From an optimization exercise on the open Yosys and OpenROAD flow, aimed at small area; shortcuts taken in it are not production practice. Where RTL was checked, it was by simulation tests only, not by an equivalence proof against the original. Power is estimated from default activity; no workload was simulated.

==> flow/design.v <==
`timescale 1ns/1ps
module bus_subsystem (
  input  logic        ck,
  input  logic        rst,
  output logic        master_in_notify,
  input  logic        master_in_sync,
  input  logic        master_in_trans,
  input  logic [31:0] master_in_addr,
  input  logic [31:0] master_in_data,
  output logic        master_out_notify,
  input  logic        master_out_sync,
  output logic        master_out_ack,
  output logic [31:0] master_out_data
);
  localparam logic [8*32-1:0] rom_words = {
    32'h8000_0000, 32'h7fff_ffff, 32'ha5a5_5a5a, 32'h0f0f_0f0f,
    32'hffff_0000, 32'h89ab_cdef, 32'h1234_5678, 32'h0000_0001
  };
  localparam logic [7:0] wport0 = 8'b0001_0001;
  localparam logic [7:0] wport1 = 8'b0001_0001;
  localparam logic [7:0] wport2 = 8'b0000_0001;
  localparam logic [7:0] rport0 = 8'b0100_1001;
  localparam logic [7:0] rport1 = 8'b0001_0001;
  localparam logic [7:0] rport2 = 8'b0000_0001;
  logic        in_n;     
  logic        out_n;    
  logic [2:0]  cnt;      
  logic [1:0]  win_q;
  logic [2:0]  pos_q;    
  logic        wr_q;
  logic        reg_q;    
  logic        ack_q;
  logic [2:0]  t;
  logic        done;     
  logic [31:0] r;
  logic        accept;
  logic        mapped;
  logic [1:0]  in_win;
  logic [2:0]  in_off;
  logic        rd_in;    
  logic        busy;
  logic        in_n_n;   
  logic        out_n_n;  
  logic [2:0]  t_n;      
  logic        done_n;   
  assign accept = in_n & master_in_sync;
  assign mapped = ~|master_in_addr[31:5];
  assign in_win = master_in_addr[4:3];
  assign in_off = master_in_addr[2:0];
  assign rd_in  = accept & ~master_in_trans & mapped;
  assign busy   = ~in_n & ~out_n;
  assign t_n    = t + 3'd1;
  assign done_n = done | (t == 3'd7);
  always_comb begin
    in_n_n  = in_n;
    out_n_n = out_n;
    if (accept) begin
      in_n_n  = 1'b0;
      out_n_n = ~mapped;
    end else if (out_n) begin
      if (master_out_sync) begin
        out_n_n = 1'b0;
        in_n_n  = 1'b1;
      end
    end else if (busy && cnt == '0) begin
      out_n_n = 1'b1;
    end
  end
  always_ff @(posedge ck or posedge rst) begin
    if (rst) begin
      in_n  <= 1'b1;
      out_n <= 1'b0;
      reg_q <= 1'b0;
      t     <= '0;
      done  <= 1'b0;
    end else begin
      t     <= t_n;
      done  <= done_n;
      in_n  <= in_n_n;
      out_n <= out_n_n;
      if (accept) begin
        reg_q <= mapped & (in_win != 2'd3);
      end
    end
  end
  always_ff @(posedge ck) begin
    if (accept) begin
      case (in_win)
        2'd1:    cnt <= 3'd3;
        2'd2:    cnt <= 3'd6;
        default: cnt <= 3'd1;
      endcase
      win_q <= in_win;
      wr_q  <= master_in_trans;
      ack_q <= master_in_trans & mapped & (in_win == 2'd3);
    end else begin
      cnt <= cnt - 3'd1;
    end
  end
  logic [31:0] m0 [8];
  logic [31:0] m1 [8];
  logic [31:0] m2 [8];
  logic [7:0]  ws0, ws1, ws2;    
  logic [7:0]  wh0, wh1, wh2;    
  logic [7:0]  wn0, wn1, wn2;    
  logic [7:0]  rs0, rs1, rs2;    
  logic [7:0]  rn0, rn1, rn2;    
  logic [7:0]  ra0, ra2;         
  logic        reg_n, wr_n, rd_n;
  logic [1:0]  win_n;
  logic [2:0]  a_n;              
  logic        sw01, sw2;        
  logic [2:0]  a_in;             
  logic        byp;              
  logic [7:0]  at_in;            
  logic [7:0]  at_n;             
  logic [31:0] cap;
  assign reg_n = accept ? (mapped & (in_win != 2'd3)) : reg_q;
  assign wr_n  = accept ? master_in_trans : wr_q;
  assign rd_n  = reg_n & ~wr_n & ~in_n_n;
  assign win_n = accept ? in_win : win_q;
  assign a_in  = in_off + t;
  assign a_n   = (accept ? a_in : pos_q) + 3'd1;
  assign byp   = reg_q & wr_q & (win_q == 2'd0) & (in_off == pos_q - t);
  assign sw01  = ~done_n & ~t_n[2];
  assign sw2   = ~done_n;
  always_ff @(posedge ck) begin
    pos_q <= a_n;
  end
  always_comb begin
    for (int p = 0; p < 8; p++) begin
      at_in[p] = in_off == 3'(p) - t;
      at_n[p]  = accept ? (in_off == 3'(p - 1) - t) : (pos_q == 3'(p - 1));
    end
  end
  always_comb begin
    for (int p = 0; p < 8; p++) begin
      wn0[p] = wport0[p] && reg_n && wr_n && win_n == 2'd0 && at_n[(p + 7) % 8];
      wn1[p] = wport1[p] && reg_n && wr_n && win_n == 2'd1 && at_n[(p + 7) % 8];
      wn2[p] = wport2[p] && reg_n && wr_n && win_n == 2'd2 && at_n[(p + 7) % 8];
      rn0[p] = rport0[p] && rd_n && win_n == 2'd0 && at_n[p] && (done_n || t_n > 3'(p % 4));
      rn1[p] = rport1[p] && rd_n && win_n == 2'd1 && at_n[p] && (done_n || t_n > 3'(p % 4));
      rn2[p] = rport2[p] && rd_n && win_n == 2'd2 && at_n[p] && (done_n || t_n > 3'(p));
      ra0[p] = rport0[p] && rd_in && in_win == 2'd0 && at_in[p] && (done || t > 3'(p % 4)) && !byp;
      ra2[p] = rport2[p] && rd_in && in_win == 2'd2 && at_in[p] && (done || t > 3'(p));
    end
    cap = '0;
    for (int p = 0; p < 8; p++) begin
      if (rs0[p] | ra0[p]) cap = cap | m0[p];
      if (rs1[p])          cap = cap | m1[p];
      if (rs2[p] | ra2[p]) cap = cap | m2[p];
    end
  end
  always_ff @(posedge ck or posedge rst) begin
    if (rst) begin
      ws0 <= '0;
      ws1 <= '0;
      ws2 <= '0;
      wh0 <= '0;
      wh1 <= '0;
      wh2 <= '0;
      rs0 <= '0;
      rs1 <= '0;
      rs2 <= '0;
    end else begin
      ws0 <= wn0;
      ws1 <= wn1;
      ws2 <= wn2;
      wh0 <= ~wn0 & {8{~sw01}};
      wh1 <= ~wn1 & {8{~sw01}};
      wh2 <= ~wn2 & {8{~sw2}};
      rs0 <= rn0;
      rs1 <= rn1;
      rs2 <= rn2;
    end
  end
  always_ff @(posedge ck) begin
    for (int p = 0; p < 8; p++) begin
      if (wport0[p]) m0[p] <= ({32{ws0[p]}} & r) | ({32{wh0[p]}} & m0[(p + 7) % 8]);
      else           m0[p] <= m0[(p + 7) % 8];
      if (wport1[p]) m1[p] <= ({32{ws1[p]}} & r) | ({32{wh1[p]}} & m1[(p + 7) % 8]);
      else           m1[p] <= m1[(p + 7) % 8];
      if (wport2[p]) m2[p] <= ({32{ws2[p]}} & r) | ({32{wh2[p]}} & m2[(p + 7) % 8]);
      else           m2[p] <= m2[(p + 7) % 8];
    end
  end
  logic        hold;     
  logic        ld_d;     
  logic        ld_rom;   
  assign hold   = ~accept | (rd_in & (in_win == 2'd0) & byp);
  assign ld_d   = accept & master_in_trans;
  assign ld_rom = rd_in & (in_win == 2'd3);
  always_ff @(posedge ck) begin
    r <= ({32{hold}} & r) | ({32{ld_d}} & master_in_data) |
         ({32{ld_rom}} & rom_words[32*in_off +: 32]) | cap;
  end
  assign master_in_notify  = in_n;
  assign master_out_notify = out_n;
  assign master_out_ack    = ack_q;
  assign master_out_data   = wr_q ? '0 : r;
endmodule
Settings: LEC_CHECK=0, CAP_MARGIN=20, CORE_MARGIN=2, CORE_UTILIZATION=40, SLEW_MARGIN=20; clock period 4.0 ns.
standard.sh (not shown) runs the stock make flow with config.mk's settings and CLKGATE_MAP_FILE= SYNTH_SCRIPT=/design/flow/synth_recipe.tcl, a recipe that flattens the netlist after the stock synthesis.
==> flow/flow/run.sh <==
#!/bin/bash
# The standard layout (standard.sh: ORFS floorplan, power grid, placement,
# routing) with these changes for cell area:
#  - synthesis: the standard flow's script, but ABC maps for area (flow/synth.tcl) and
#    small adders are left to ABC instead of half/full-adder cells,
#  - port buffers use the smallest buffer (every port still gets one),
#  - clock tree: clkbuf_8 sink clusters, no dummy loads.
# make's output goes to flow_make.log; ORFS's per-step logs stay in orfs/logs.
set -euo pipefail
here=$(pwd)
export AREA_ABC_SCRIPT=$here/flow/abc_area.script
bash standard.sh \
  "SYNTH_SCRIPT=$here/flow/synth.tcl" \
  "ADDER_MAP_FILE=" \
  "BUFFER_PORTS_ARGS=-buffer_cell sky130_fd_sc_hd__buf_1" \
  "CTS_ARGS=-sink_clustering_enable -repair_clock_nets -buf_list sky130_fd_sc_hd__clkbuf_8 -sink_clustering_size 20 -sink_clustering_max_diameter 55 -dont_use_dummy_load" \
  finish > flow_make.log 2>&1
==> flow/flow/abc_area.script <==
&get -n
&st
&dch
&nf -a -R 1000 -F 20 -A 20
&put
==> flow/flow/synth.tcl <==
# The standard flow's synthesis script (synth_recipe.tcl) with one change: ABC maps the
# combinational logic with an area-oriented script (abc_area.script beside
# this file) in place of ORFS's speed script. Everything else, flip-flop
# mapping included, is the standard synthesis, so the registers are the same.
proc synth {args} { yosys synth -nofsm -noshare {*}$args }
proc abc {args} {
  set i [lsearch -exact $args -script]
  if { $i >= 0 } { lset args [expr {$i + 1}] $::env(AREA_ABC_SCRIPT) }
  yosys abc {*}$args
}
source $::env(SCRIPTS_DIR)/synth.tcl
# left out here: clear keep_hierarchy, flatten, clean up, hide names made inside functions, write 1_2_yosys.v
Then changed:
--- a/flow/design.v
+++ b/flow/design.v
@@ -109,43 +109,35 @@
   logic        reg_n, wr_n, rd_n;
   logic [1:0]  win_n;
   logic [2:0]  a_n;              
   logic        sw01, sw2;        
   logic [2:0]  a_in;             
   logic        byp;              
-  logic [7:0]  at_in;            
-  logic [7:0]  at_n;             
   logic [31:0] cap;
   assign reg_n = accept ? (mapped & (in_win != 2'd3)) : reg_q;
   assign wr_n  = accept ? master_in_trans : wr_q;
   assign rd_n  = reg_n & ~wr_n & ~in_n_n;
   assign win_n = accept ? in_win : win_q;
   assign a_in  = in_off + t;
   assign a_n   = (accept ? a_in : pos_q) + 3'd1;
-  assign byp   = reg_q & wr_q & (win_q == 2'd0) & (in_off == pos_q - t);
+  assign byp   = reg_q & wr_q & (win_q == 2'd0) & (pos_q == a_in);
   assign sw01  = ~done_n & ~t_n[2];
   assign sw2   = ~done_n;
   always_ff @(posedge ck) begin
     pos_q <= a_n;
   end
   always_comb begin
     for (int p = 0; p < 8; p++) begin
-      at_in[p] = in_off == 3'(p) - t;
-      at_n[p]  = accept ? (in_off == 3'(p - 1) - t) : (pos_q == 3'(p - 1));
-    end
-  end
-  always_comb begin
-    for (int p = 0; p < 8; p++) begin
-      wn0[p] = wport0[p] && reg_n && wr_n && win_n == 2'd0 && at_n[(p + 7) % 8];
-      wn1[p] = wport1[p] && reg_n && wr_n && win_n == 2'd1 && at_n[(p + 7) % 8];
-      wn2[p] = wport2[p] && reg_n && wr_n && win_n == 2'd2 && at_n[(p + 7) % 8];
-      rn0[p] = rport0[p] && rd_n && win_n == 2'd0 && at_n[p] && (done_n || t_n > 3'(p % 4));
-      rn1[p] = rport1[p] && rd_n && win_n == 2'd1 && at_n[p] && (done_n || t_n > 3'(p % 4));
-      rn2[p] = rport2[p] && rd_n && win_n == 2'd2 && at_n[p] && (done_n || t_n > 3'(p));
-      ra0[p] = rport0[p] && rd_in && in_win == 2'd0 && at_in[p] && (done || t > 3'(p % 4)) && !byp;
-      ra2[p] = rport2[p] && rd_in && in_win == 2'd2 && at_in[p] && (done || t > 3'(p));
+      wn0[p] = wport0[p] && reg_n && wr_n && win_n == 2'd0 && a_n == 3'(p - 1);
+      wn1[p] = wport1[p] && reg_n && wr_n && win_n == 2'd1 && a_n == 3'(p - 1);
+      wn2[p] = wport2[p] && reg_n && wr_n && win_n == 2'd2 && a_n == 3'(p - 1);
+      rn0[p] = rport0[p] && rd_n && win_n == 2'd0 && a_n == 3'(p) && (done_n || t_n > 3'(p % 4));
+      rn1[p] = rport1[p] && rd_n && win_n == 2'd1 && a_n == 3'(p) && (done_n || t_n > 3'(p % 4));
+      rn2[p] = rport2[p] && rd_n && win_n == 2'd2 && a_n == 3'(p) && (done_n || t_n > 3'(p));
+      ra0[p] = rport0[p] && rd_in && in_win == 2'd0 && a_in == 3'(p) && (done || t > 3'(p % 4)) && !byp;
+      ra2[p] = rport2[p] && rd_in && in_win == 2'd2 && a_in == 3'(p) && (done || t > 3'(p));
     end
     cap = '0;
     for (int p = 0; p < 8; p++) begin
       if (rs0[p] | ra0[p]) cap = cap | m0[p];
       if (rs1[p])          cap = cap | m1[p];
       if (rs2[p] | ra2[p]) cap = cap | m2[p];
=> Clock-buffer cell count goes up by 2. Final cell count falls by about 1.3%. Area after synthesis shrinks by 0.81%. Routed wire length is lower by about 2.5%. Combinational power fell by about 10%. Cell area is lower by about 0.9%. Clock skew climbs by 0.0099 ns.
The RTL of the first run of this note was laid out without a check of its function.

* * *

bus_subsystem, a different RTL version from the one above (not shown whole).
Size in the first run: ~100 I/O pins, ~20000 sq um of cells after synthesis.
==> module bus_subsystem, before the edit <==
module bus_subsystem (
  input  logic        ck,
  input  logic        rst,
  output logic        master_in_notify,
  input  logic        master_in_sync,
  input  logic        master_in_trans,
  input  logic [31:0] master_in_addr,
  input  logic [31:0] master_in_data,
  output logic        master_out_notify,
  input  logic        master_out_sync,
  output logic        master_out_ack,
  output logic [31:0] master_out_data
);
  localparam logic [8*32-1:0] rom_words = {
    32'h8000_0000, 32'h7fff_ffff, 32'ha5a5_5a5a, 32'h0f0f_0f0f,
    32'hffff_0000, 32'h89ab_cdef, 32'h1234_5678, 32'h0000_0001
  };
  localparam logic [7:0] wport0 = 8'b0001_0001;
  localparam logic [7:0] wport1 = 8'b0001_0001;
  localparam logic [7:0] wport2 = 8'b0000_0001;
  localparam logic [7:0] rport0 = 8'b0100_1001;
  localparam logic [7:0] rport1 = 8'b0001_0001;
  localparam logic [7:0] rport2 = 8'b0000_0001;
  logic        in_n;     
  logic        out_n;    
  logic [2:0]  cnt;      
  logic [1:0]  win_q;
  logic [2:0]  pos_q;    
  logic        wr_q;
  logic        reg_q;    
  logic        ack_q;
  logic [2:0]  t;
  logic        done;     
  logic [31:0] r;
  logic        accept;
  logic        mapped;
  logic [1:0]  in_win;
  logic [2:0]  in_off;
  logic        rd_in;    
  logic        busy;
  logic        in_n_n;   
  logic        out_n_n;  
  logic [2:0]  t_n;      
  logic        done_n;   
  assign accept = in_n & master_in_sync;
  assign mapped = ~|master_in_addr[31:5];
  assign in_win = master_in_addr[4:3];
  assign in_off = master_in_addr[2:0];
  assign rd_in  = accept & ~master_in_trans & mapped;
  assign rd_q   = reg_q & ~wr_q & ~in_n;
  assign busy   = ~in_n & ~out_n;
  assign t_n    = t + 3'd1;
  assign done_n = done | (t == 3'd7);
  always_comb begin
    in_n_n  = in_n;
    out_n_n = out_n;
    if (accept) begin
      in_n_n  = 1'b0;
      out_n_n = ~mapped;
    end else if (out_n) begin
      if (master_out_sync) begin
        out_n_n = 1'b0;
        in_n_n  = 1'b1;
      end
    end else if (busy && cnt == '0) begin
      out_n_n = 1'b1;
    end
  end
  always_ff @(posedge ck or posedge rst) begin
    if (rst) begin
      in_n  <= 1'b1;
      out_n <= 1'b0;
      reg_q <= 1'b0;
      t     <= '0;
      done  <= 1'b0;
    end else begin
      t     <= t_n;
      done  <= done_n;
      in_n  <= in_n_n;
      out_n <= out_n_n;
      if (accept) begin
        reg_q <= mapped & (in_win != 2'd3);
      end
    end
  end
  always_ff @(posedge ck) begin
    if (accept) begin
      case (in_win)
        2'd1:    cnt <= 3'd3;
        2'd2:    cnt <= 3'd6;
        default: cnt <= 3'd1;
      endcase
      win_q <= in_win;
      wr_q  <= master_in_trans;
      ack_q <= master_in_trans & mapped & (in_win == 2'd3);
    end else begin
      cnt <= cnt - 3'd1;
    end
  end
  logic [31:0] m0 [8];
  logic [31:0] m1 [8];
  logic [31:0] m2 [8];
  logic [7:0]  ws0, ws1, ws2;    
  logic [7:0]  wh0, wh1, wh2;    
  logic [7:0]  wn0, wn1, wn2;    
  logic [7:0]  rs0, rs1, rs2;    
  logic        rd_q;             
  logic [7:0]  ra0, ra2;         
  logic        reg_n, wr_n;
  logic [1:0]  win_n;
  logic [2:0]  a_n;              
  logic        sw01, sw2;        
  logic [2:0]  a_in;             
  logic        byp;              
  logic [31:0] cap;
  assign reg_n = accept ? (mapped & (in_win != 2'd3)) : reg_q;
  assign wr_n  = accept ? master_in_trans : wr_q;
  assign win_n = accept ? in_win : win_q;
  assign a_in  = in_off + t;
  assign a_n   = (accept ? a_in : pos_q) + 3'd1;
  assign byp   = reg_q & wr_q & (win_q == 2'd0) & (pos_q == a_in);
  assign sw01  = ~done_n & ~t_n[2];
  assign sw2   = ~done_n;
  always_ff @(posedge ck) begin
    pos_q <= a_n;
  end
  always_comb begin
    for (int p = 0; p < 8; p++) begin
      wn0[p] = wport0[p] && reg_n && wr_n && win_n == 2'd0 && a_n == 3'(p - 1);
      wn1[p] = wport1[p] && reg_n && wr_n && win_n == 2'd1 && a_n == 3'(p - 1);
      wn2[p] = wport2[p] && reg_n && wr_n && win_n == 2'd2 && a_n == 3'(p - 1);
      rs0[p] = rport0[p] && rd_q && win_q == 2'd0 && pos_q == 3'(p) && (done || t > 3'(p % 4));
      rs1[p] = rport1[p] && rd_q && win_q == 2'd1 && pos_q == 3'(p) && (done || t > 3'(p % 4));
      rs2[p] = rport2[p] && rd_q && win_q == 2'd2 && pos_q == 3'(p) && (done || t > 3'(p));
      ra0[p] = rport0[p] && rd_in && in_win == 2'd0 && a_in == 3'(p) && (done || t > 3'(p % 4)) && !byp;
      ra2[p] = rport2[p] && rd_in && in_win == 2'd2 && a_in == 3'(p) && (done || t > 3'(p));
    end
    cap = '0;
    for (int p = 0; p < 8; p++) begin
      if (rs0[p] | ra0[p]) cap = cap | m0[p];
      if (rs1[p])          cap = cap | m1[p];
      if (rs2[p] | ra2[p]) cap = cap | m2[p];
    end
  end
  always_ff @(posedge ck or posedge rst) begin
    if (rst) begin
      ws0 <= '0;
      ws1 <= '0;
      ws2 <= '0;
      wh0 <= '0;
      wh1 <= '0;
      wh2 <= '0;
    end else begin
      ws0 <= wn0;
      ws1 <= wn1;
      ws2 <= wn2;
      wh0 <= ~wn0 & {8{~sw01}};
      wh1 <= ~wn1 & {8{~sw01}};
      wh2 <= ~wn2 & {8{~sw2}};
    end
  end
  always_ff @(posedge ck) begin
    for (int p = 0; p < 8; p++) begin
      if (wport0[p]) m0[p] <= ({32{ws0[p]}} & r) | ({32{wh0[p]}} & m0[(p + 7) % 8]);
      else           m0[p] <= m0[(p + 7) % 8];
      if (wport1[p]) m1[p] <= ({32{ws1[p]}} & r) | ({32{wh1[p]}} & m1[(p + 7) % 8]);
      else           m1[p] <= m1[(p + 7) % 8];
      if (wport2[p]) m2[p] <= ({32{ws2[p]}} & r) | ({32{wh2[p]}} & m2[(p + 7) % 8]);
      else           m2[p] <= m2[(p + 7) % 8];
    end
  end
  logic        hold;     
  logic        ld_d;     
  logic        ld_rom;   
  assign hold   = ~accept | (rd_in & (in_win == 2'd0) & byp);
  assign ld_d   = accept & master_in_trans;
  assign ld_rom = rd_in & (in_win == 2'd3);
  always_ff @(posedge ck) begin
    r <= ({32{hold}} & r) | ({32{ld_d}} & master_in_data) |
         ({32{ld_rom}} & rom_words[32*in_off +: 32]) | cap;
  end
  assign master_in_notify  = in_n;
  assign master_out_notify = out_n;
  assign master_out_ack    = ack_q;
  assign master_out_data   = wr_q ? '0 : r;
endmodule
Settings: LEC_CHECK=0, CAP_MARGIN=20, CORE_MARGIN=2, CORE_UTILIZATION=50, PLACE_DENSITY=0.65, SLEW_MARGIN=20; clock period 4.0 ns.
==> flow/flow/run.sh <==
#!/bin/bash
# The standard layout (standard.sh: ORFS floorplan, power grid, placement,
# routing) with these changes for cell area:
#  - synthesis: the standard flow's script, but ABC maps for area (flow/synth.tcl) and
#    small adders are left to ABC instead of half/full-adder cells,
#  - port buffers use the smallest buffer (every port still gets one),
#  - clock tree: clkbuf_8 sink clusters, no dummy loads.
# make's output goes to flow_make.log; ORFS's per-step logs stay in orfs/logs.
set -euo pipefail
here=$(pwd)
export AREA_ABC_SCRIPT=$here/flow/abc_area.script
bash standard.sh \
  "SYNTH_SCRIPT=$here/flow/synth.tcl" \
  "ADDER_MAP_FILE=" \
  "BUFFER_PORTS_ARGS=-buffer_cell sky130_fd_sc_hd__buf_1" \
  "CTS_ARGS=-sink_clustering_enable -repair_clock_nets -buf_list sky130_fd_sc_hd__clkbuf_8 -sink_clustering_size 19 -sink_clustering_max_diameter 65 -dont_use_dummy_load" \
  finish > flow_make.log 2>&1
Scripts as last shown in full above: flow/flow/abc_area.script, flow/flow/synth.tcl
Change:
--- a/flow/design.v
+++ b/flow/design.v
@@ -47,9 +47,8 @@
   assign mapped = ~|master_in_addr[31:5];
   assign in_win = master_in_addr[4:3];
   assign in_off = master_in_addr[2:0];
   assign rd_in  = accept & ~master_in_trans & mapped;
-  assign rd_q   = reg_q & ~wr_q & ~in_n;
   assign busy   = ~in_n & ~out_n;
   assign t_n    = t + 3'd1;
   assign done_n = done | (t == 3'd7);
   always_comb begin
@@ -104,19 +103,20 @@
   logic [7:0]  ws0, ws1, ws2;    
   logic [7:0]  wh0, wh1, wh2;    
   logic [7:0]  wn0, wn1, wn2;    
   logic [7:0]  rs0, rs1, rs2;    
-  logic        rd_q;             
+  logic [7:0]  rn0, rn1, rn2;    
   logic [7:0]  ra0, ra2;         
-  logic        reg_n, wr_n;
+  logic        reg_n, wr_n, rd_n;
   logic [1:0]  win_n;
   logic [2:0]  a_n;              
   logic        sw01, sw2;        
   logic [2:0]  a_in;             
   logic        byp;              
   logic [31:0] cap;
   assign reg_n = accept ? (mapped & (in_win != 2'd3)) : reg_q;
   assign wr_n  = accept ? master_in_trans : wr_q;
+  assign rd_n  = reg_n & ~wr_n & ~in_n_n;
   assign win_n = accept ? in_win : win_q;
   assign a_in  = in_off + t;
   assign a_n   = (accept ? a_in : pos_q) + 3'd1;
   assign byp   = reg_q & wr_q & (win_q == 2'd0) & (pos_q == a_in);
@@ -129,11 +129,11 @@
     for (int p = 0; p < 8; p++) begin
       wn0[p] = wport0[p] && reg_n && wr_n && win_n == 2'd0 && a_n == 3'(p - 1);
       wn1[p] = wport1[p] && reg_n && wr_n && win_n == 2'd1 && a_n == 3'(p - 1);
       wn2[p] = wport2[p] && reg_n && wr_n && win_n == 2'd2 && a_n == 3'(p - 1);
-      rs0[p] = rport0[p] && rd_q && win_q == 2'd0 && pos_q == 3'(p) && (done || t > 3'(p % 4));
-      rs1[p] = rport1[p] && rd_q && win_q == 2'd1 && pos_q == 3'(p) && (done || t > 3'(p % 4));
-      rs2[p] = rport2[p] && rd_q && win_q == 2'd2 && pos_q == 3'(p) && (done || t > 3'(p));
+      rn0[p] = rport0[p] && rd_n && win_n == 2'd0 && a_n == 3'(p) && (done_n || t_n > 3'(p % 4));
+      rn1[p] = rport1[p] && rd_n && win_n == 2'd1 && a_n == 3'(p) && (done_n || t_n > 3'(p % 4));
+      rn2[p] = rport2[p] && rd_n && win_n == 2'd2 && a_n == 3'(p) && (done_n || t_n > 3'(p));
       ra0[p] = rport0[p] && rd_in && in_win == 2'd0 && a_in == 3'(p) && (done || t > 3'(p % 4)) && !byp;
       ra2[p] = rport2[p] && rd_in && in_win == 2'd2 && a_in == 3'(p) && (done || t > 3'(p));
     end
     cap = '0;
@@ -150,15 +150,21 @@
       ws2 <= '0;
       wh0 <= '0;
       wh1 <= '0;
       wh2 <= '0;
+      rs0 <= '0;
+      rs1 <= '0;
+      rs2 <= '0;
     end else begin
       ws0 <= wn0;
       ws1 <= wn1;
       ws2 <= wn2;
       wh0 <= ~wn0 & {8{~sw01}};
       wh1 <= ~wn1 & {8{~sw01}};
       wh2 <= ~wn2 & {8{~sw2}};
+      rs0 <= rn0;
+      rs1 <= rn1;
+      rs2 <= rn2;
     end
   end
   always_ff @(posedge ck) begin
     for (int p = 0; p < 8; p++) begin
After rerunning: The changed run finished clean; wire length fell by 3.1%; count of clock-buffer cells in the layout grows by 1; sequential share of layout area came out higher by 0.96 points; final area goes down by 0.38%; core utilization decreases by 0.34 points; setup slack improves by 570 ps; area after synthesis stays flat; final cell count went up by about 0.34%; hold slack is better by 47 ps; first-iteration DRC count grows by about 34%; non-clock buffer count is lower by 5.
Only the layout flow was run in the first run of this note; the RTL was not checked for function there.

[separate check: timing with driven ports]
No port has a modelled driver above. Below, the same layouts with a new extraction and two added sets of constraints.
Step 1: set_driving_cell puts a clkbuf_16 on ck and a buf_2 on each other input, an assumption about the parent block.
Step 2, shift: input delay + t, output delay - t, t = (earliest + latest rising clock arrival at the registers) / 2. This alone moves slack from input paths to output paths.
Slacks: ideal / step 1 / step 2; pairs: ideal / step 1.
| run | t, ns | slack for setup (ns) | clock arrival spread, ns | slew at the worst register clock pin (ns) | worst slew at a driven data input, ns |
|---|---|---|---|---|---|
| the first run of note 1 | 0.684 | 1.051 / 1.051 / 0.548 | 0.060 / 0.060 | 0.12 / 0.12 | 0.04 |
| the second run of note 1 | 0.684 | 1.227 / 1.227 / 0.651 | 0.081 / 0.081 | 0.12 / 0.12 | 0.07 |
| the first run of note 2 | 0.695 | 0.566 / 0.566 / 0.100 | 0.040 / 0.041 | 0.11 / 0.11 | 0.08 |
| the second run of note 2 | 0.672 | 1.131 / 1.081 / 0.511 | 0.075 / 0.074 | 0.11 / 0.11 | 0.04 |
After both steps every run listed still meets setup and hold. For the second run of note 2, which loses most, drivers alone change the setup slack by -0.050 ns; drivers and shift together by -0.620 ns.
